This is an optimization exercise on Yosys and OpenROAD, whose aim is small area, a short achievable clock period and few clock cycles, not a production implementation.
Where RTL was checked, it was by simulation tests only, not by an equivalence proof against the original.
The RTL of run 3 was laid out without a check of its function.
Power is estimated from default activity; no workload was simulated.

[flow/flow/run.sh]
#!/bin/bash
set -euo pipefail
bash standard.sh SETUP_SLACK_MARGIN=5.2 "BUFFER_PORTS_ARGS=-buffer_cell sky130_fd_sc_hd__buf_2" finish > standard_flow.log 2>&1
[flow/standard.sh]
#!/bin/bash
# synth_recipe.tcl (not shown) runs the flow's synth.tcl, then flattens the netlist and writes it again
# the make line also repeats each setting of config.mk as NAME=value (left out here)
make -C /OpenROAD-flow-scripts/flow DESIGN_CONFIG=/design/flow/config.mk WORK_HOME=/design/flow/orfs CLKGATE_MAP_FILE= SYNTH_SCRIPT=/design/flow/synth_recipe.tcl "${@:-finish}"
[flow/config.mk]
export PLATFORM = sky130hd
export DESIGN_NAME = laser_stripe_center_extract
export DESIGN_NICKNAME = laser_stripe_center_extract
export VERILOG_FILES = /design/flow/design.v
export SDC_FILE = /design/flow/constraint.sdc
export NUM_CORES = 4
export LEC_CHECK = 0
export CAP_MARGIN = 20
export CORE_MARGIN = 2
export CORE_UTILIZATION = 40
export CTS_BUF_LIST = sky130_fd_sc_hd__clkbuf_16
export CTS_CLUSTER_DIAMETER = 60
export CTS_CLUSTER_SIZE = 16
export SLEW_MARGIN = 20
[flow/design.v]
package lsce_pkg;
  localparam int COL_W    = 12;
  localparam int ROW_W    = 12;
  localparam int CENTRE_W = 20;
  function automatic logic uge16(input logic [15:0] x, input logic [15:0] z);
    logic [15:0] gt, eq;
    gt = x & ~z;
    eq = ~(x ^ z);
    for (int w = 1; w < 16; w = w * 2) begin
      for (int i = 0; i + w < 16; i = i + 2 * w) begin
        gt[i] = gt[i+w] | (eq[i+w] & gt[i]);
        eq[i] = eq[i+w] & eq[i];
      end
    end
    uge16 = gt[0] | eq[0];
  endfunction
  function automatic logic sge9(input logic [8:0] x, input logic [8:0] z);
    sge9 = uge16({7'd0, ~x[8], x[7:0]}, {7'd0, ~z[8], z[7:0]});
  endfunction
  function automatic logic sge10(input logic [9:0] x, input logic [9:0] z);
    sge10 = uge16({6'd0, ~x[9], x[8:0]}, {6'd0, ~z[9], z[8:0]});
  endfunction
  function automatic logic sge13(input logic [12:0] x, input logic [12:0] z);
    sge13 = uge16({3'd0, ~x[12], x[11:0]}, {3'd0, ~z[12], z[11:0]});
  endfunction
endpackage
module lsce_front (
  input  logic        clk,
  input  logic        rst_n,
  input  logic        in_push,
  output logic        in_full,
  input  logic [7:0]  in_pixel,
  input  logic        in_row_end,
  input  logic        in_frame_end,
  input  logic [8:0]  thr,
  input  logic        job_free,
  input  logic        job_idle_next,
  output logic        job_load,
  output logic [8:0]  job_p,
  output logic [9:0]  job_d1,
  output logic [8:0]  job_s,
  output logic [9:0]  job_d2,
  output logic [11:0] job_pkc,
  output logic [11:0] job_trc,
  output logic        job_found,
  input  logic        res_pop,
  input  logic        res_last,
  output logic [11:0] row_number,
  output logic        job_last
);
  logic [7:0]        pd0_r, pd1_r;
  logic [11:0]       kcm_r;         
  logic              rstart_r;      
  logic              ev_v_r;        
  logic              ev_f_r;        
  logic              ev_last_r;
  logic signed [8:0] ev_g_r;
  logic              accept, room;
  logic signed [8:0] pk1_r, tr1_r, prev_r;
  logic signed [8:0] pk0_r, pk2_r, tr0_r, tr2_r;
  logic [11:0]       pkc_r, trc_r;          
  logic              pk_pend_r, tr_pend_r, pk_at0_r, tr_at0_r;
  logic              fresh_r;               
  logic              fin_r, fin_last_r, full_r;
  logic [11:0]       row_r;
  logic signed [8:0] n_pk1, n_tr1, n_prev;
  logic signed [8:0] n_pk0, n_pk2, n_tr0, n_tr2;
  logic [11:0]       n_pkc, n_trc;
  logic              n_pk_pend, n_tr_pend, n_pk_at0, n_tr_at0, n_fresh;
  logic              upd_pk, upd_tr, fin_take;
  logic signed [9:0] trt;
  logic signed [8:0] g, g0;
  assign in_full = full_r;
  assign row_number = row_r;
  assign accept  = in_push && !full_r;
  assign room    = kcm_r != 12'hfff;
  always_ff @(posedge clk) begin
    if (!rst_n) begin
      rstart_r <= 1'b1;
      ev_v_r <= 1'b0;
      ev_f_r <= 1'b0;
    end else begin
      ev_v_r <= accept && !rstart_r && room;
      ev_f_r <= accept ? in_row_end : (ev_f_r && !fin_take);
      if (accept) begin
        rstart_r <= in_row_end;
      end
    end
  end
  always_ff @(posedge clk) begin
    ev_g_r <= $signed({1'b0, in_pixel}) - $signed({1'b0, pd1_r});
    if (accept) begin
      pd1_r <= pd0_r;
      pd0_r <= in_pixel;
      if (rstart_r) begin
        kcm_r <= '0;
      end else if (room) begin
        kcm_r <= kcm_r + 12'd1;
      end
      if (in_row_end) begin
        ev_last_r <= in_frame_end;
      end
    end
  end
  always_comb begin
    g    = ev_g_r;
    g0   = fresh_r ? 9'sd0 : g;
    upd_pk = fresh_r || lsce_pkg::sge9(g, pk1_r);
    upd_tr = fresh_r || !lsce_pkg::sge9(g, tr1_r);
    n_pk1 = pk1_r;  n_pk0 = pk0_r;  n_pk2 = pk2_r;  n_pkc = pkc_r;
    n_pk_pend = pk_pend_r;  n_pk_at0 = pk_at0_r;
    n_tr1 = tr1_r;  n_tr0 = tr0_r;  n_tr2 = tr2_r;  n_trc = trc_r;
    n_tr_pend = tr_pend_r;  n_tr_at0 = tr_at0_r;
    n_prev = prev_r;
    n_fresh = fresh_r;
    if (ev_v_r) begin
      if (upd_pk) begin
        n_pk1 = g0;
        n_pk0 = prev_r;
        n_pk2 = '0;                           
        n_pkc = kcm_r;
        n_pk_pend = 1'b1;
        n_pk_at0 = fresh_r;
      end else if (pk_pend_r) begin
        n_pk2 = g;
        n_pk_pend = 1'b0;
      end
      if (upd_tr) begin
        n_tr1 = g0;
        n_tr0 = prev_r;
        n_tr2 = '0;
        n_trc = kcm_r;
        n_tr_pend = 1'b1;
        n_tr_at0 = fresh_r;
      end else if (tr_pend_r) begin
        n_tr2 = g;
        n_tr_pend = 1'b0;
      end
      n_prev = g0;
      n_fresh = 1'b0;
    end
    job_load = fin_r && job_free;
    job_p    = 9'(pk1_r - pk0_r);                               
    job_d1   = 10'({pk1_r, 1'b0} - 10'(pk0_r) - 10'(pk2_r));   
    job_s    = 9'(tr2_r - tr1_r);                               
    job_d2   = 10'(10'(tr0_r) + 10'(tr2_r) - {tr1_r, 1'b0});   
    job_pkc  = pkc_r;
    job_trc  = trc_r;
    trt = 10'(tr1_r) + $signed({1'b0, thr});
    job_found = !fresh_r && !pk_at0_r && !tr_at0_r
                && lsce_pkg::sge10(10'(pk1_r), {1'b0, thr})    
                && (trt[9] || trt == 10'sd0)                    
                && (pk1_r > 9'sd0) && (tr1_r <= 9'sd0);
    job_last = fin_last_r;
    fin_take = ev_f_r && (!fin_r || job_load);
  end
  always_ff @(posedge clk) begin
    pk1_r <= n_pk1;  pk0_r <= n_pk0;  pk2_r <= n_pk2;  pkc_r <= n_pkc;
    pk_pend_r <= n_pk_pend;  pk_at0_r <= n_pk_at0;
    tr1_r <= n_tr1;  tr0_r <= n_tr0;  tr2_r <= n_tr2;  trc_r <= n_trc;
    tr_pend_r <= n_tr_pend;  tr_at0_r <= n_tr_at0;
    prev_r <= n_prev;
    if (fin_take) begin
      fin_last_r <= ev_last_r;
    end
  end
  always_ff @(posedge clk) begin
    if (!rst_n) begin
      fresh_r <= 1'b1;
      fin_r <= 1'b0;
      full_r <= 1'b0;
      row_r <= '0;
    end else begin
      fresh_r <= n_fresh || job_load;
      fin_r <= fin_take || (fin_r && !job_load);
      full_r <= (fin_take || (fin_r && !job_load)) && !job_idle_next;
      if (res_pop) begin
        if (res_last) begin
          row_r <= '0;
        end else if (row_r != 12'hfff) begin
          row_r <= row_r + 12'd1;
        end
      end
    end
  end
endmodule
module lsce_back (
  input  logic               clk,
  input  logic               rst_n,
  input  logic signed [12:0] wmin,
  input  logic signed [12:0] wmax,
  input  logic               job_load,
  input  logic [8:0]         job_p,
  input  logic [9:0]         job_d1,
  input  logic [8:0]         job_s,
  input  logic [9:0]         job_d2,
  input  logic [11:0]        job_pkc,
  input  logic [11:0]        job_trc,
  input  logic               job_found,
  input  logic               job_last,
  output logic               job_free,
  output logic               job_idle_next,
  output logic               out_empty,
  input  logic               out_pop,
  output logic               res_pop,
  output logic               out_found,
  output logic [lsce_pkg::CENTRE_W-1:0] out_centre_q8,
  output logic               out_last
);
  logic [9:0]  r1_r, d1_r, r2_r, d2_r;
  logic [13:0] jm_r;           
  logic [11:0] jn_r;           
  logic [9:0]  tv_r;           
  logic        cs_r, bd_r, bmin_r, bmax_r;    
  logic        ok_r, last_r;
  logic        run_r, run_n, empty_r, deliver;
  logic [4:0]  cnt_r;
  logic        found_r, olast_r;
  logic [19:0] centre_r;
  logic [10:0] t1, t2;
  logic        dg1, dg2;
  logic [9:0]  nr1, nr2;
  logic        eq, decide, lt, dd1_r, dd2_r, eq_r;
  logic signed [9:0]  tv_inc, tv_dec, tv_step;
  logic [19:0] centre;
  logic [13:0] wmin14, wmax14;
  logic [1:0]  wmin2, wmax2, sum2, dif2, emin2, emax2;
  logic        cs_n, bd_n, bmin_n, bmax_n, wid_ok;
  assign out_empty     = empty_r;
  assign out_found     = found_r;
  assign out_centre_q8 = centre_r;
  assign out_last      = olast_r;
  assign res_pop       = out_pop && !empty_r;
  assign job_free      = !run_r;
  always_comb begin
    t1  = {r1_r, 1'b0} - {1'b0, d1_r};
    t2  = {r2_r, 1'b0} - {1'b0, d2_r};
    dg1 = !t1[10];
    dg2 = !t2[10];
    nr1 = dg1 ? t1[9:0] : {r1_r[8:0], 1'b0};
    nr2 = dg2 ? t2[9:0] : {r2_r[8:0], 1'b0};
    tv_inc = tv_r + 10'sd1;
    tv_dec = tv_r - 10'sd1;
    if (dd1_r && !dd2_r) begin
      tv_step = {tv_r[8:0], 1'b1};
    end else if (!dd1_r && dd2_r) begin
      tv_step = {tv_dec[8:0], 1'b1};
    end else begin
      tv_step = {tv_r[8:0], 1'b0};
    end
    eq = ((r1_r == r2_r) && (d1_r == d2_r)) || ((r1_r == '0) && (r2_r == '0));
    decide = eq_r || (dd1_r != dd2_r) || (cnt_r == 5'd28);
    lt = !eq_r && !dd1_r && dd2_r;
    wmin14 = {wmin[12], wmin};
    wmax14 = {wmax[12], wmax};
    wmin2  = wmin14[2*cnt_r[2:0] +: 2];
    wmax2  = wmax14[2*cnt_r[2:0] +: 2];
    {cs_n, sum2}   = {1'b0, jm_r[1:0]} + {1'b0, jn_r[1:0]} + {2'b0, cs_r};
    {bd_n, dif2}   = {1'b0, jn_r[1:0]} - {1'b0, jm_r[1:0]} - {2'b0, bd_r};
    {bmin_n, emin2} = {1'b0, dif2} - {1'b0, wmin2} - {2'b0, bmin_r};
    {bmax_n, emax2} = {1'b0, wmax2} - {1'b0, dif2} - {2'b0, bmax_r};
    wid_ok = !bmin_r && !bmax_r;
    centre = {jm_r[12:0] + {11'h7ff, ~tv_r[9], tv_r[8]}, tv_r[7:1]};
    deliver = run_r && cnt_r == 5'd31 && empty_r;
    run_n = job_load || (run_r && !deliver);
    job_idle_next = !run_n;
  end
  always_ff @(posedge clk) begin
    if (!rst_n) begin
      run_r <= 1'b0;
      empty_r <= 1'b1;
    end else begin
      run_r <= run_n;
      if (deliver) begin
        empty_r <= 1'b0;
      end else if (out_pop) begin
        empty_r <= 1'b1;
      end
    end
  end
  always_ff @(posedge clk) begin
    if (deliver) begin
      centre_r <= centre;
      found_r <= ok_r;
      olast_r <= last_r;
    end
  end
  always_ff @(posedge clk) begin
    dd1_r <= dg1;
    dd2_r <= dg2;
    eq_r  <= eq;
    if (job_load) begin
      r1_r <= {1'b0, job_p};
      d1_r <= job_d1;
      r2_r <= {1'b0, job_s};
      d2_r <= job_d2;
      jm_r <= {2'b0, job_pkc};
      jn_r <= job_trc;
      ok_r <= job_found;
      last_r <= job_last;
      cnt_r <= job_found ? 5'd0 : 5'd31;
      tv_r <= '0;
      cs_r <= 1'b0;
      bd_r <= 1'b0;
      bmin_r <= 1'b0;
      bmax_r <= 1'b0;
      if (!job_found) begin
        jm_r <= 14'd2;
      end
    end else if (run_r && cnt_r != 5'd31) begin
      cnt_r <= cnt_r + 5'd1;
      r1_r <= nr1;                              
      r2_r <= nr2;
      if (cnt_r < 5'd7) begin
        jm_r <= {sum2, jm_r[13:2]};
        jn_r <= {2'b0, jn_r[11:2]};
        cs_r <= cs_n;
        bd_r <= bd_n;
        bmin_r <= (cnt_r == 5'd6) ? emin2[1] : bmin_n;
        bmax_r <= (cnt_r == 5'd6) ? emax2[1] : bmax_n;
      end
      if (cnt_r >= 5'd1 && cnt_r <= 5'd8) begin
        tv_r <= tv_step;                        
      end
      if (cnt_r == 5'd7 && !wid_ok) begin
        ok_r <= 1'b0;
        jm_r <= 14'd2;
        tv_r <= '0;
        cnt_r <= 5'd31;
      end else if (cnt_r >= 5'd9 && decide) begin
        tv_r <= lt ? tv_r : tv_inc;
        cnt_r <= 5'd31;
      end
    end
  end
endmodule
module laser_stripe_center_extract (
  input  logic                clk,
  input  logic                rst_n,
  input  logic                in_push,
  output logic                in_full,
  input  logic [7:0]          in_pixel,
  input  logic                in_row_end,
  input  logic                in_frame_end,
  output logic                out_empty,
  input  logic                out_pop,
  output logic [lsce_pkg::ROW_W-1:0]    out_row_number,
  output logic                out_found,
  output logic [lsce_pkg::CENTRE_W-1:0] out_centre_q8,
  output logic                out_last,
  input  logic                cfg_valid,
  output logic                cfg_ready,
  input  logic [1:0]          cfg_index,
  input  logic [12:0]         cfg_data
);
  logic [8:0]         thr_r;
  logic signed [12:0] wmin_r, wmax_r;
  logic        job_free, job_idle_next, job_load, job_found, job_last;
  logic [8:0]  job_p, job_s;
  logic [9:0]  job_d1, job_d2;
  logic [11:0] job_pkc, job_trc;
  logic        res_pop;
  assign cfg_ready = 1'b1;
  always_ff @(posedge clk) begin
    if (!rst_n) begin
      thr_r  <= 9'd35;
      wmin_r <= 13'sd1;
      wmax_r <= 13'sd20;
    end else if (cfg_valid) begin
      case (cfg_index)
        2'd0: thr_r  <= cfg_data[8:0];
        2'd1: wmin_r <= $signed(cfg_data);
        2'd2: wmax_r <= $signed(cfg_data);
        default: begin
        end
      endcase
    end
  end
  lsce_front u_front (
    .clk       (clk),
    .rst_n     (rst_n),
    .in_push   (in_push),
    .in_full   (in_full),
    .in_pixel  (in_pixel),
    .in_row_end(in_row_end),
    .in_frame_end(in_frame_end),
    .thr       (thr_r),
    .job_free  (job_free),
    .job_idle_next(job_idle_next),
    .job_load  (job_load),
    .job_p     (job_p),
    .job_d1    (job_d1),
    .job_s     (job_s),
    .job_d2    (job_d2),
    .job_pkc   (job_pkc),
    .job_trc   (job_trc),
    .job_found (job_found),
    .res_pop   (res_pop),
    .res_last  (out_last),
    .row_number(out_row_number),
    .job_last  (job_last)
  );
  lsce_back u_back (
    .clk            (clk),
    .rst_n          (rst_n),
    .wmin           (wmin_r),
    .wmax           (wmax_r),
    .job_load       (job_load),
    .job_p          (job_p),
    .job_d1         (job_d1),
    .job_s          (job_s),
    .job_d2         (job_d2),
    .job_pkc        (job_pkc),
    .job_trc        (job_trc),
    .job_found      (job_found),
    .job_last       (job_last),
    .job_free       (job_free),
    .job_idle_next  (job_idle_next),
    .out_empty      (out_empty),
    .out_pop        (out_pop),
    .res_pop        (res_pop),
    .out_found      (out_found),
    .out_centre_q8  (out_centre_q8),
    .out_last       (out_last)
  );
endmodule
[flow/constraint.sdc]
create_clock -name core_clock -period 8.0 [get_ports {clk}]
set_input_delay 1.6000 -clock core_clock [delete_from_list [all_inputs] [get_ports {clk}]]
set_output_delay 1.6000 -clock core_clock [all_outputs]
set_load 0.01 [all_outputs]
==> key figures, run 1 <==
Outcome
  • Outcome: complete, no violations

STA
  • Setup TNS: 0 ns
  • Max_slew headroom: 33.0%
  • Worst Tran Pin Value: 1.00 ns
  • Final Hold Viols: 0
  • Final Setup Violations: 0
  • Maximum clock frequency: 365 MHz
  • Fin. max-slew vios: 0
  • RSZ-0062 raised after global routing: true
  • Hold slack final: 0.420 ns
  • Skew final: 0.0125 ns
  • Tcrit/Tclk final: 34.3%
  • Final critical path time including I/O delays and setup: 2.74 ns
  • Post-route setup slack: 5.26 ns

Setup path
  • WP buf/inv: 1
  • Crit-path slowest cell: dfxtp_1
  • CP delay by family, top: flip-flops
  • CP Launch Type: flop
  • CP Class: reg -> out
  • CP peak stage delay: 0.41 ns
  • Required time worst endpoint: 6.40 ns
  • Crit path DAT: 1.14 ns
  • CP endpoint kind: primary output
  • CP Cell Sequence: buf_2
  • CP max FO: 4

Placed design
  • Placed insts: 2158
  • Detailed placer's ending HPWL: 28.5 mm
  • Dpl ws: 4.68 ns
  • GP Congestion: 0.876
  • Number of port buffers: 65
  • Area post-placement: 17600 um^2

Power
  • Post-layout power: 3.90 mW
  • Pleak: 7.50 nW
  • Worst VDD drop: 0.141 mV
  • Power Dens Cells: 206 nW/um^2

Clocking
  • CTS Buf Count: 29
  • Clk sinks: 297
  • Root buf cell: clkbuf_16
  • Max H-tree Level: 1
  • CTS tree: yes
  • Reg clk slew, reported paths: 0.07 ns
  • Worst-Skew Late Latency: 0.57 ns
  • Maximum clock path buffer count: 3
  • Post-CTS Hold Fix Bufs: 0

Synth
  • Synth Flop Type: edfxtp_1
  • Mapped cell area: 16700 um^2
  • EDFF count, synth: 214
  • Largest area contributor in the netlist: edfxtp_1
  • Commonest cells in the netlist: 214 x edfxtp_1, 164 x inv_1, 161 x nand2_1
  • Yosys warns: 3
  • Synth async-reset ratio: 0%
  • Ranking of synthesized cells by area: edfxtp_1 38%, dfxtp_1 9.9%, ha_1 8.4%
  • Syn_nets: 1772
  • Mapped Cells: 1599
  • Sequential area share after synthesis: 48.3%
  • Avg Cell Area, Syn: 10.5 um^2
  • Most frequent cell after synthesis: edfxtp_1
  • Synth top area share: 38.4%
  • Distinct cells, synth: 68
  • Yosys reg bits: 297

Detailed routing
  • Detailed Route Iter0 Violations: 821
  • Routed len/inst: 17.2 um
  • Via count: 11880
  • First-pass DRT Iterations: 5
  • DR DRC count: 0
  • Vias/cell: 5.30
  • DRT antenna net count: 0
  • Total wire length: 38.6 mm

Finish
  • Final Non-Filler Cells: 2240
  • Fin nets: 1860
  • # diodes: 0
  • Ratio of cells with drive above 1 in the final layout: 11.9%
  • Core Util, Final: 46.1%
  • Post-route cell area: 19000 um^2
  • Fillers: 3862
  • Area growth from synthesis to final layout: 13.4%

Floorplanning
  • Die ar.: 43500 um^2
  • Die Y: 209 um
  • Core box area: 41100 um^2
  • I/O Pins: 67
  • Starting Density: 40.7%
  • Site row count: 74
  • Die width: 209 um

Global routing
  • Number of global-route vias before repair: 11513
  • Global-route wire length before repair: 61.2 mm
  • Initial antenna violation count: 1
  • Total track usage: 17.6%
  • Largest net degree at the start of global routing: 55
  • Grt total ovfl: 0

Hold path
  • Hold crit path type: reg -> reg

Flow run
  • Max capacitance violation total: 0
state kept, by name, summed over array words and instances (netlist names), 10 cells and up:
register         cells
u_back.d1_r         10
u_back.r1_r         10
u_front.pkc_r       12
u_back.jm_r         14
u_front.trc_r       12
u_back.jn_r         12
u_back.d2_r         10
u_front.row_r       12
wmax_r              13
u_back.r2_r         10
u_back.centre_r     20
u_front.kcm_r       12
u_back.tv_r         10
wmin_r              13
worst paths after layout:
check | end | startpoint | slack (ns) | cells after the start
worst min-delay path | u_front.fin_last_r | u_front.ev_last_r | 0.42 | 0
worst max register to register | u_back.d1_r[9] | u_front.pk1_r[4] | 5.30 | 7
worst min register to register | u_front.fin_last_r | u_front.ev_last_r | 0.42 | 0
worst max-delay path | out_row_number[0] | u_front.row_r[0] | 5.26 | 1
repair_timing:
action                     4_1_cts  5_1_grt
pin swaps                        2        3
setup endpoints to repair      120      146
hold endpoints to repair         0        0
gates cloned                     2        0
buffers inserted                12       15
gates resized for setup         11       26
layout make-up:
cell class              instances  area [um^2]  share of cell area (%)
clock buffers                  29          726                    3.83
repair buffers                104          649                    3.42
flip-flops and latches        297         8090                    42.6
clock inverters                23          221                    1.17
well taps                     532          666                    3.51
multi-input cells            1090         7980                    42.1
repair inverters                1         7.51                  0.0396
inverters                     164          627                    3.30
routing by layer:
layer	routed length, um	track usage [%]	share of wire (%)
met1	17500	23.0	45
met2	18500	30.6	48
met3	1380	2.20	3.6
met4	1150	5.39	3.0
met5	0	0	0
placed cells by master, fill, tap and decap left out, drive strengths merged, types with 15 or more instances in the layout:
cell type | netlist | routed
nand3 | 67 | 67
a211oi | 15 | 15
or3 | 17 | 17
fa | 30 | 30
a21boi | 30 | 30
nand2b | 26 | 26
dfxtp | 83 | 83
ha | 113 | 113
edfxtp | 214 | 214
o21ai | 53 | 53
nor4 | 16 | 16
nand4 | 26 | 26
o21a | 23 | 23
clkbuf | 37 | 29
buf | 12 | 104
xnor2 | 55 | 55
nor2 | 110 | 110
mux2i | 26 | 26
nand2 | 161 | 161
xor2 | 48 | 48
a21oi | 53 | 54
and2 | 15 | 15
nor3 | 27 | 27
inv | 164 | 174
nor2b | 35 | 35
cell families (layout without fill, tap and decap cells):
| kind of cell | after synthesis | in the layout | synth area share, % |
|---|---|---|---|
| buf+inv | 213 | 321 | 5.02 |
| simple gates | 539 | 539 | 15.7 |
| flops | 297 | 297 | 48.3 |
| other cells | 1 | 1 | 0.0224 |
| xor+xnor | 103 | 103 | 5.39 |
| mux | 33 | 33 | 2.30 |
| compound gates | 270 | 271 | 11.2 |
| fa+ha+maj | 143 | 143 | 12.0 |
power breakdown:
group	leakage, nW	internal (mW)	total [mW]	switching (mW)
clock	0.473	0.744	1.38	0.632
sequential	2.66	1.74	1.85	0.107
combinational	4.37	0.290	0.677	0.387
Testbench counts, summed over its fixed seeds: cycles 85,102.
==> run 2, diff against run 1 <==
--- a/flow/config.mk
+++ b/flow/config.mk
@@ -10,5 +10,5 @@
 export CORE_UTILIZATION = 40
-export CTS_BUF_LIST = sky130_fd_sc_hd__clkbuf_16
-export CTS_CLUSTER_DIAMETER = 60
-export CTS_CLUSTER_SIZE = 16
+export CTS_BUF_LIST = sky130_fd_sc_hd__clkbuf_8 sky130_fd_sc_hd__clkbuf_16
+export CTS_CLUSTER_DIAMETER = 50
+export CTS_CLUSTER_SIZE = 12
 export SLEW_MARGIN = 20
==> run 2 against run 1 <==
Effect of this change:
- setup slack better by 0.012 ns
- maximum frequency up 0.45%
- sequential share of layout area down 0.50 points
- global-route usage up 0.28 points
- critical path type unchanged
- critical endpoint is now out_row_number[2]
- highest routed layer unchanged
==> key figures, run 2 <==
Outcome
  • Outcome: complete, no violations

Clocking
  • CTS Buf Count: 38 (+31%)
  • Reg clk slew, reported paths: 0.06 ns (about the same)
  • Worst-Skew Late Latency: 0.55 ns (-0.02 ns)
  • Clk sinks: 297 (unchanged)
  • CTS tree: yes
  • Max H-tree Level: 2 (+1)
  • Maximum clock path buffer count: 3 (unchanged)
  • Root buf cell: clkbuf_16
  • Post-CTS Hold Fix Bufs: 0 (unchanged)

Global routing
  • Number of global-route vias before repair: 11725 (+1.8%)
  • Initial antenna violation count: 1 (unchanged)
  • Global-route wire length before repair: 61.7 mm (+0.73%)
  • Largest net degree at the start of global routing: 55 (unchanged)
  • Total track usage: 17.9% (+0.28 points)
  • Grt total ovfl: 0 (unchanged)

Power
  • Worst VDD drop: 0.132 mV (-6.1%)
  • Power Dens Cells: 216 nW/um^2 (+4.9%)
  • Net switching fraction of the power: 28.1% (-0.71 points)
  • Sequential Power Share: 44.7% (-2.7 points)
  • Logic pwr share: 16.2% (-1.1 points)
  • Clock share of power: 39.1% (+3.8 points)
  • P_sw: 1.17 mW (+3.5%)
  • Design internal power: 2.98 mW (+7.2%)
  • Pleak: 7.61 nW (+1.5%)

Setup path
  • Crit path DAT: 1.13 ns (about the same)
  • CP endpoint kind: primary output
  • CP Launch Type: flop
  • CP max FO: 5 (+1)
  • CP Cell Sequence: buf_2
  • CP delay by family, top: flip-flops
  • CP Class: reg -> out
  • Flop-to-flop setup slack: 5.30 ns (about the same)
  • CP peak stage delay: 0.42 ns (about the same)
  • WP buf/inv: 1 (unchanged)
  • Required time worst endpoint: 6.40 ns (about the same)
  • Crit-path slowest cell: dfxtp_1

Finish
  • Commonest non-fill, non-tap cell in the layout: edfxtp_1
  • Top Registers: u_back.centre_r: 20 flops, u_back.jm_r: 14 flops
  • Post-route cell area: 19200 um^2 (+1.1%)
  • Most frequent cells in the layout: 214 x edfxtp_1, 170 x inv_1, 160 x nand2_1, 111 x ha_1, 108 x nor2_1
  • Fin nets: 1864 (+0.22%)
  • Ratio of cells with drive above 1 in the final layout: 11.9% (about the same)
  • Top reg by flops: u_back.centre_r
  • Fillers: 3844 (-0.47%)
  • # diodes: 0 (unchanged)
  • Max FFs per register: 20 (unchanged)
  • Area growth from synthesis to final layout: 14.7%

Synth
  • EDFF count, synth: 214 (unchanged)
  • Post-Synth Adder-Cell Area: 12.0% (unchanged)
  • Mapped cell area: 16700 um^2 (unchanged)
  • Avg Cell Area, Syn: 10.5 um^2 (unchanged)
  • Yosys warns: 3 (unchanged)
  • Xor/xnor share of the synthesized area: 5.39% (unchanged)
  • Mapped Cells: 1599 (unchanged)
  • Synth top area share: 38.4% (unchanged)
  • Distinct cells, synth: 68 (unchanged)
  • Yosys reg bits: 297 (unchanged)
  • Post-Synth Simple-Gate Area: 15.7% (unchanged)
  • Most frequent cell after synthesis: edfxtp_1
  • Sequential area share after synthesis: 48.3% (unchanged)
  • Synth Area in Compound Gates: 11.2% (unchanged)
  • Synth async-reset ratio: 0% (unchanged)
  • Commonest cells in the netlist: 214 x edfxtp_1, 164 x inv_1, 161 x nand2_1
  • Multiplexer share of the synthesized area: 2.30% (unchanged)
  • Syn_nets: 1772 (unchanged)
  • Ranking of synthesized cells by area: edfxtp_1 38%, dfxtp_1 9.9%, ha_1 8.4%
  • Largest family of logic cells by synthesized area: simple AND/OR/NAND/NOR gates
  • Largest area contributor in the netlist: edfxtp_1
  • Synth Flop Type: edfxtp_1

Detailed routing
  • DRT antenna net count: 0 (unchanged)
  • Vias/cell: 5.30 (about the same)
  • Via count: 11932 (+0.44%)
  • DR DRC count: 0 (unchanged)
  • Routed len/inst: 17.2 um (-0.37%)
  • Total wire length: 38.6 mm (about the same)
  • First-pass DRT Iterations: 6 (+1)
  • Detailed Route Iter0 Violations: 858 (+4.5%)

Placed design
  • GP Congestion: 0.876 (unchanged)
  • Area post-placement: 17600 um^2 (unchanged)
  • Detailed placer's ending HPWL: 28.5 mm (unchanged)
  • Number of port buffers: 65 (unchanged)

Floorplanning
  • Die Y: 209 um (unchanged)
  • Starting Density: 40.7% (unchanged)
  • Die width: 209 um (unchanged)
  • Die ar.: 43500 um^2 (unchanged)
  • Site row count: 74 (unchanged)
  • I/O Pins: 67 (unchanged)
  • Core box area: 41100 um^2 (unchanged)

STA
  • Fin. max-slew vios: 0 (unchanged)
  • Setup TNS: 0 ns (unchanged)
  • Max_slew headroom: 33.2% (+0.15 points)
  • RSZ-0062 raised after global routing: true
  • Final Hold Viols: 0 (unchanged)
  • Final Setup Violations: 0 (unchanged)
  • Final critical path time including I/O delays and setup: 2.73 ns (-0.0122 ns)
  • Skew final: 0.0163 ns (+0.00374 ns)
  • Tcrit/Tclk final: 34.1% (-0.15 points)
  • Maximum clock frequency: 366 MHz (+0.45%)
  • Worst Tran Pin Value: 1.00 ns (-0.00225 ns)

Flow run
  • Max capacitance violation total: 0 (unchanged)

Hold path
  • Hold crit path type: reg -> reg
[run 2: cell count changes in the layout (fill, tap and decap cells not counted), sizes merged]
cell	previous run	this run
bufinv	2	0
inv	174	180
clkinvlp	4	6
buf	104	98
clkinv	8	3
clkbuf	29	44
[run 2: power by group through the flow]
stage | Combinational [mW] | Sequential, mW | Clock, mW
finish | 0.672 | 1.85 | 1.62
floorplan | 0.522 | 1.83 | 0
global placement | 0.618 | 1.89 | 0
global route | 0.763 | 1.86 | 1.70
CTS | 0.653 | 1.85 | 1.65
detailed placement | 0.633 | 1.89 | 0
[run 2: metrics by stage]
stage               util [%]  worst slack [ns]  hold WS, ns  power, mW  std cells
finish                  46.7              5.27        0.418       4.14       2250
global route            46.7              5.17        0.425       4.33       2250
CTS                     46.2              5.20        0.419       4.16       2239
detailed placement      42.9              4.68        0.405       2.52       2158
global placement        42.8              4.73        0.402       2.50       2157
floorplan                  -              5.17        0.400       2.35       1599
[run 2: final timing paths]
check,startpoint,to,cells after the start
max,u_front.row_r[2],out_row_number[2],1
min,u_front.ev_last_r,u_front.fin_last_r,0
max reg2reg,u_front.tr1_r[0],u_back.jm_r[5],11
min reg2reg,u_front.ev_last_r,u_front.fin_last_r,0
[run 2: metal layers]
metal  GRT usage [%]  wire length [um]  vias up
met5               0                 0        -
met4            6.58              1330        0
met3            3.08              1650       84
met2            30.3             18400      257
met1            23.0             17200     5695
li1                -                 -     5896
[run 2: repair_timing]
| item | 4_1_cts | 5_1_grt |
|---|---|---|
| gates cloned | 2 | 0 |
| buffers inserted | 12 | 10 |
| pin swaps | 2 | 2 |
| setup endpoints to repair | 120 | 99 |
| resized for setup | 14 | 22 |
| hold endpoints to repair | 0 | 0 |
[run 2: logic make-up after synthesis]
family | count (synthesis)
flops | 297
mux | 33
other cells | 1
fa+ha+maj | 143
buf+inv | 213
simple gates | 539
compound gates | 270
xor+xnor | 103
[run 2: final cells by class]
| type | count | area, um^2 | share of cell area (%) |
|---|---|---|---|
| clock buffer | 43 | 1040 | 5.43 |
| clock inverter | 24 | 153 | 0.796 |
| inverter | 164 | 627 | 3.27 |
| multi-input combinational | 1090 | 7980 | 41.6 |
| sequential | 297 | 8090 | 42.2 |
| tap | 532 | 666 | 3.47 |
| timing repair buffer | 99 | 627 | 3.27 |
| timing repair inverter | 1 | 7.51 | 0.0391 |
[run 2: worst register-to-register path, stage by stage, from the launching register on]
cell and delay [ns]:
edfxtp_1 0.43, ha_1 0.22, inv_1 0.06, fa_1 0.39
nand2b_1 0.18, a21oi_1 0.23, mux2i_2 0.31, nor3b_2 0.08
buf_4 0.17, buf_4 0.17, nand4_1 0.11, nand3_1 0.10
==> run 3, diff against run 2 <==
--- a/flow/design.v
+++ b/flow/design.v
@@ -61,3 +61,3 @@
   logic [11:0]       pkc_r, trc_r;          
-  logic              pk_pend_r, tr_pend_r, pk_at0_r, tr_at0_r;
+  logic              pk_pend_r, tr_pend_r;
   logic              fresh_r;               
@@ -68,3 +68,3 @@
   logic [11:0]       n_pkc, n_trc;
-  logic              n_pk_pend, n_tr_pend, n_pk_at0, n_tr_at0, n_fresh;
+  logic              n_pk_pend, n_tr_pend, n_fresh;
   logic              upd_pk, upd_tr, fin_take;
@@ -110,5 +110,5 @@
     n_pk1 = pk1_r;  n_pk0 = pk0_r;  n_pk2 = pk2_r;  n_pkc = pkc_r;
-    n_pk_pend = pk_pend_r;  n_pk_at0 = pk_at0_r;
+    n_pk_pend = pk_pend_r;
     n_tr1 = tr1_r;  n_tr0 = tr0_r;  n_tr2 = tr2_r;  n_trc = trc_r;
-    n_tr_pend = tr_pend_r;  n_tr_at0 = tr_at0_r;
+    n_tr_pend = tr_pend_r;
     n_prev = prev_r;
@@ -122,3 +122,2 @@
         n_pk_pend = 1'b1;
-        n_pk_at0 = fresh_r;
       end else if (pk_pend_r) begin
@@ -133,3 +132,2 @@
         n_tr_pend = 1'b1;
-        n_tr_at0 = fresh_r;
       end else if (tr_pend_r) begin
@@ -149,3 +147,3 @@
     trt = 10'(tr1_r) + $signed({1'b0, thr});
-    job_found = !fresh_r && !pk_at0_r && !tr_at0_r
+    job_found = !fresh_r && (pkc_r != 12'd1) && (trc_r != 12'd1)
                 && lsce_pkg::sge10(10'(pk1_r), {1'b0, thr})    
@@ -158,5 +156,5 @@
     pk1_r <= n_pk1;  pk0_r <= n_pk0;  pk2_r <= n_pk2;  pkc_r <= n_pkc;
-    pk_pend_r <= n_pk_pend;  pk_at0_r <= n_pk_at0;
+    pk_pend_r <= n_pk_pend;
     tr1_r <= n_tr1;  tr0_r <= n_tr0;  tr2_r <= n_tr2;  trc_r <= n_trc;
-    tr_pend_r <= n_tr_pend;  tr_at0_r <= n_tr_at0;
+    tr_pend_r <= n_tr_pend;
     prev_r <= n_prev;
--- a/flow/config.mk
+++ b/flow/config.mk
@@ -10,5 +10,5 @@
 export CORE_UTILIZATION = 40
-export CTS_BUF_LIST = sky130_fd_sc_hd__clkbuf_8 sky130_fd_sc_hd__clkbuf_16
-export CTS_CLUSTER_DIAMETER = 50
-export CTS_CLUSTER_SIZE = 12
+export CTS_BUF_LIST = sky130_fd_sc_hd__clkbuf_16
+export CTS_CLUSTER_DIAMETER = 60
+export CTS_CLUSTER_SIZE = 16
 export SLEW_MARGIN = 20
==> run 3 against run 2 <==
Effect of this change:
- register-to-register slack got worse by 0.07 ns
- clock power decreased by 14%
- clock-buffer cell count decreased by 14
==> key figures, run 3 <==
Detailed routing
  • DR DRC count: 0 (unchanged)
  • DRT antenna net count: 0 (unchanged)
  • First-pass DRT Iterations: 4 (-2)
  • Detailed Route Iter0 Violations: 735 (-14%)
  • Total wire length: 37.3 mm (-3.3%)
  • Vias/cell: 5.23 (-1.4%)
  • Via count: 11287 (-5.4%)
  • Routed len/inst: 17.3 um (+0.75%)

STA
  • Fin. max-slew vios: 0 (unchanged)
  • Max_slew headroom: 37.5% (+4.3 points)
  • Final critical path time including I/O delays and setup: 2.77 ns (+0.0411 ns)
  • Tcrit/Tclk final: 34.6% (+0.51 points)
  • Post-route setup slack: 5.23 ns (-0.0411 ns)
  • Worst Tran Pin Value: 0.934 ns (-0.0683 ns)
  • Setup TNS: 0 ns (unchanged)
  • Final Setup Violations: 0 (unchanged)
  • Hold slack final: 0.419 ns (+0.00110 ns)
  • Final Hold Viols: 0 (unchanged)
  • RSZ-0062 raised after global routing: true
  • Maximum clock frequency: 361 MHz (-1.5%)
  • Skew final: 0.0352 ns (+0.0190 ns)

Finish
  • Most frequent cells in the layout: 212 x edfxtp_1, 152 x inv_1, 144 x nand2_1, 107 x ha_1, 91 x nor2_1
  • FF/Latch Area: 8030 um^2 (-0.70%)
  • Multi-input logic area: 7710 um^2 (-3.3%)
  • Post-route cell area: 18700 um^2 (-2.5%)
  • Commonest non-fill, non-tap cell in the layout: edfxtp_1
  • # diodes: 0 (unchanged)
  • Top Registers: u_back.centre_r: 20 flops, u_back.jm_r: 14 flops
  • Top reg by flops: u_back.centre_r
  • Fillers: 3615 (-6.0%)
  • Final Non-Filler Cells: 2159 (-4.0%)
  • Fin nets: 1782 (-4.4%)
  • Ratio of cells with drive above 1 in the final layout: 14.0% (+2.1 points)
  • Max FFs per register: 20 (unchanged)
  • Core Util, Final: 46.9% (+0.20 points)
  • Area growth from synthesis to final layout: 15.3%

Synth
  • Syn_nets: 1677 (-5.4%)
  • Distinct cells, synth: 77 (+13%)
  • Yosys warns: 3 (unchanged)
  • Commonest cells in the netlist: 212 x edfxtp_1, 150 x inv_1, 145 x nand2_1
  • Mapped Cells: 1506 (-5.8%)
  • Synth Flop Type: edfxtp_1
  • Mapped cell area: 16200 um^2 (-3.0%)
  • Synth async-reset ratio: 0% (unchanged)
  • Sequential area share after synthesis: 49.5% (+1.1 points)
  • Largest area contributor in the netlist: edfxtp_1
  • Yosys reg bits: 295 (-0.67%)
  • Most frequent cell after synthesis: edfxtp_1
  • Ranking of synthesized cells by area: edfxtp_1 39%, dfxtp_1 10%, ha_1 8.6%
  • Synth top area share: 39.2% (+0.82 points)
  • EDFF count, synth: 212 (-0.93%)
  • Avg Cell Area, Syn: 10.8 um^2 (+3.0%)

Setup path
  • Crit path to: u_back.r2_r[1]
  • Worst r2r src: u_back.r2_r[4]
  • CP endpoint kind: flop
  • CP Class: reg -> reg
  • Worst path depth: 9 (+8)
  • Crit-path slowest cell: edfxtp_1
  • CP peak stage delay: 0.44 ns (+0.02 ns)
  • Required time worst endpoint: 8.41 ns (+2.01 ns)
  • Crit path DAT: 3.18 ns (+2.05 ns)
  • CP Cell Sequence: ha_1 -> and3_1 -> a21oi_1 -> a31oi_2 -> buf_4 -> o311ai_2 -> buf_6 -> mux2_1 -> mux2i_1
  • CP Launch Type: flop
  • Reg2reg end: u_back.r2_r[1]
  • CP max FO: 7 (+2)
  • Flop-to-flop setup slack: 5.23 ns (-0.07 ns)
  • CP delay by family, top: compound AO/OA/AOI/OAI gates
  • R2R cell count: 9 (-2)
  • WP buf/inv: 2 (+1)
  • CP Launch Point: u_back.r2_r[4]

Global routing
  • Number of global-route vias before repair: 11038 (-5.9%)
  • Initial antenna violation count: 0 (-1)
  • Total track usage: 17.7% (-0.18 points)
  • Global-route wire length before repair: 58.8 mm (-4.7%)
  • Largest net degree at the start of global routing: 54 (-1.8%)
  • Grt total ovfl: 0 (unchanged)

Floorplanning
  • Site row count: 73 (-1.4%)
  • Die ar.: 42200 um^2 (-2.9%)
  • Die Y: 205 um (-1.5%)
  • Die width: 205 um (-1.5%)
  • I/O Pins: 67 (unchanged)
  • Core box area: 39900 um^2 (-2.9%)
  • Starting Density: 40.7% (-0.041 points)

Placed design
  • Number of port buffers: 65 (unchanged)
  • Detailed placer's ending HPWL: 27.1 mm (-4.9%)
  • Dpl ws: 4.43 ns (-0.254 ns)
  • Area post-placement: 17200 um^2 (-2.6%)
  • Placed insts: 2063 (-4.4%)
  • GP Congestion: 0.854 (-2.4%)

Power
  • Power Dens Cells: 210 nW/um^2 (-2.6%)
  • Post-layout power: 3.93 mW (-5.1%)
  • Pleak: 7.36 nW (-3.2%)
  • Worst VDD drop: 0.191 mV (+44%)

Flow run
  • Max capacitance violation total: 0 (unchanged)

Clocking
  • Root buf cell: clkbuf_16
  • Clk sinks: 295 (-0.67%)
  • Maximum clock path buffer count: 3 (unchanged)
  • CTS Buf Count: 29 (-24%)
  • Worst-Skew Late Latency: 0.58 ns (+0.03 ns)
  • Reg clk slew, reported paths: 0.07 ns (about the same)
  • Post-CTS Hold Fix Bufs: 0 (unchanged)
  • Max H-tree Level: 1 (-1)
  • CTS tree: yes

Hold path
  • Hold crit path type: reg -> reg

Outcome
  • Outcome: complete, no violations
## run 3: cell count changes in the layout (fill, tap and decap cells not counted), moves of 9 or more
cell       before  now
a21oi_1        49   58
o21ai_1         4   15
nor2_1        108   91
nand3_1        67   37
inv_1         170  152
clkbuf_16      40   29
o21ai_0        49   37
a22o_1          0   11
buf_4          27   36
o21a_1         23   12
nand2_1       160  144
xnor2_1        55   75
nand4_1        26   13
## run 3: report_power, final
part	switching [mW]	internal, mW
Clock	0.639	0.751
Combinational	0.387	0.319
Sequential	0.101	1.73
## run 3: kinds of logic after synthesis
family                   after synthesis  share of synthesized area (%)
AND/OR/NAND/NOR                      480                           14.6
flip-flops                           295                           49.5
AO/OA/AOI/OAI                        253                           10.6
buffers and inverters                190                           4.59
adder cells (fa/ha/maj)              141                           12.3
XOR/XNOR                             115                           6.21
multiplexers                          31                           2.24
other                                  1                         0.0231
## run 3: area by class of cell
class                   instances  share of cell area (%)
flip-flops and latches        295                    42.9
multi-input cells            1023                    41.2
well taps                     525                    3.51
repair inverters                1                  0.0401
clock buffers                  29                    3.88
clock inverters                25                    1.33
repair buffers                110                    3.99
inverters                     151                    3.09
## run 3: how the worst min path moves through the flow
stage	startpoint	endpoint	cells past startpoint
after CTS	u_front.pd0_r[4]	u_front.pd1_r[4]	0
final	u_front.pd0_r[4]	u_front.pd1_r[4]	0
after global placement	u_front.pd0_r[5]	u_front.pd1_r[5]	0
after global routing	u_front.pd0_r[4]	u_front.pd1_r[4]	0
after detailed placement	u_front.ev_last_r	u_front.fin_last_r	0
after floorplan	u_back.ok_r	u_back.found_r	0
## run 3: layer usage
layer / global-route usage, % / part of all wire (%)
met1: 23.9 / 47
met2: 29.6 / 46
met3: 2.60 / 4.7
met4: 5.11 / 2.7
met5: 0 / 0
## run 3: worst reg2reg max path: stages (launching register included)
cell      delay, ns
edfxtp_1       0.44
ha_1           0.40
and3_1         0.20
a21oi_1        0.22
a31oi_2        0.16
buf_4          0.16
o311ai_2       0.34
buf_6          0.21
mux2_1         0.35
mux2i_1        0.13
## run 3: timing repair
action | 4_1_cts | 5_1_grt
cloned | 3 | 1
buffers inserted | 22 | 16
gates resized for setup | 18 | 24
endpoints found under the setup margin | 195 | 131
pin swaps | 5 | 4

[separate check: timing with driven ports]
The flow's constraints put no driver on any port. The routed layouts listed below were extracted and timed again, unchanged, in two steps. Step 1 (the two cells are an assumption about what drives the block):
set clk [get_ports {clk}]
set_driving_cell -lib_cell sky130_fd_sc_hd__clkbuf_16 $clk
set_driving_cell -lib_cell sky130_fd_sc_hd__buf_2 [delete_from_list [all_inputs] $clk]
Step 2 also shifts input and output timing later by t, the mid clock arrival at the registers, as if the neighbouring blocks saw the same clock. Slacks: ideal / step 1 / step 2; pairs: ideal / step 1.
run	t, ns	setup WS [ns]	hold WS [ns]	clock arrival spread, ns
run 1	0.619	5.257 / 5.206 / 4.865	0.420 / 0.420 / 0.420	0.013 / 0.013
run 2	0.589	5.270 / 5.221 / 4.868	0.418 / 0.418 / 0.418	0.017 / 0.017
run 3	0.619	5.228 / 5.186 / 4.784	0.419 / 0.419 / 0.419	0.040 / 0.040
After both steps setup and hold are still met in every run listed. The setup slack of run 3, which loses most, moves by -0.042 ns with the drivers and by -0.444 ns with both steps.
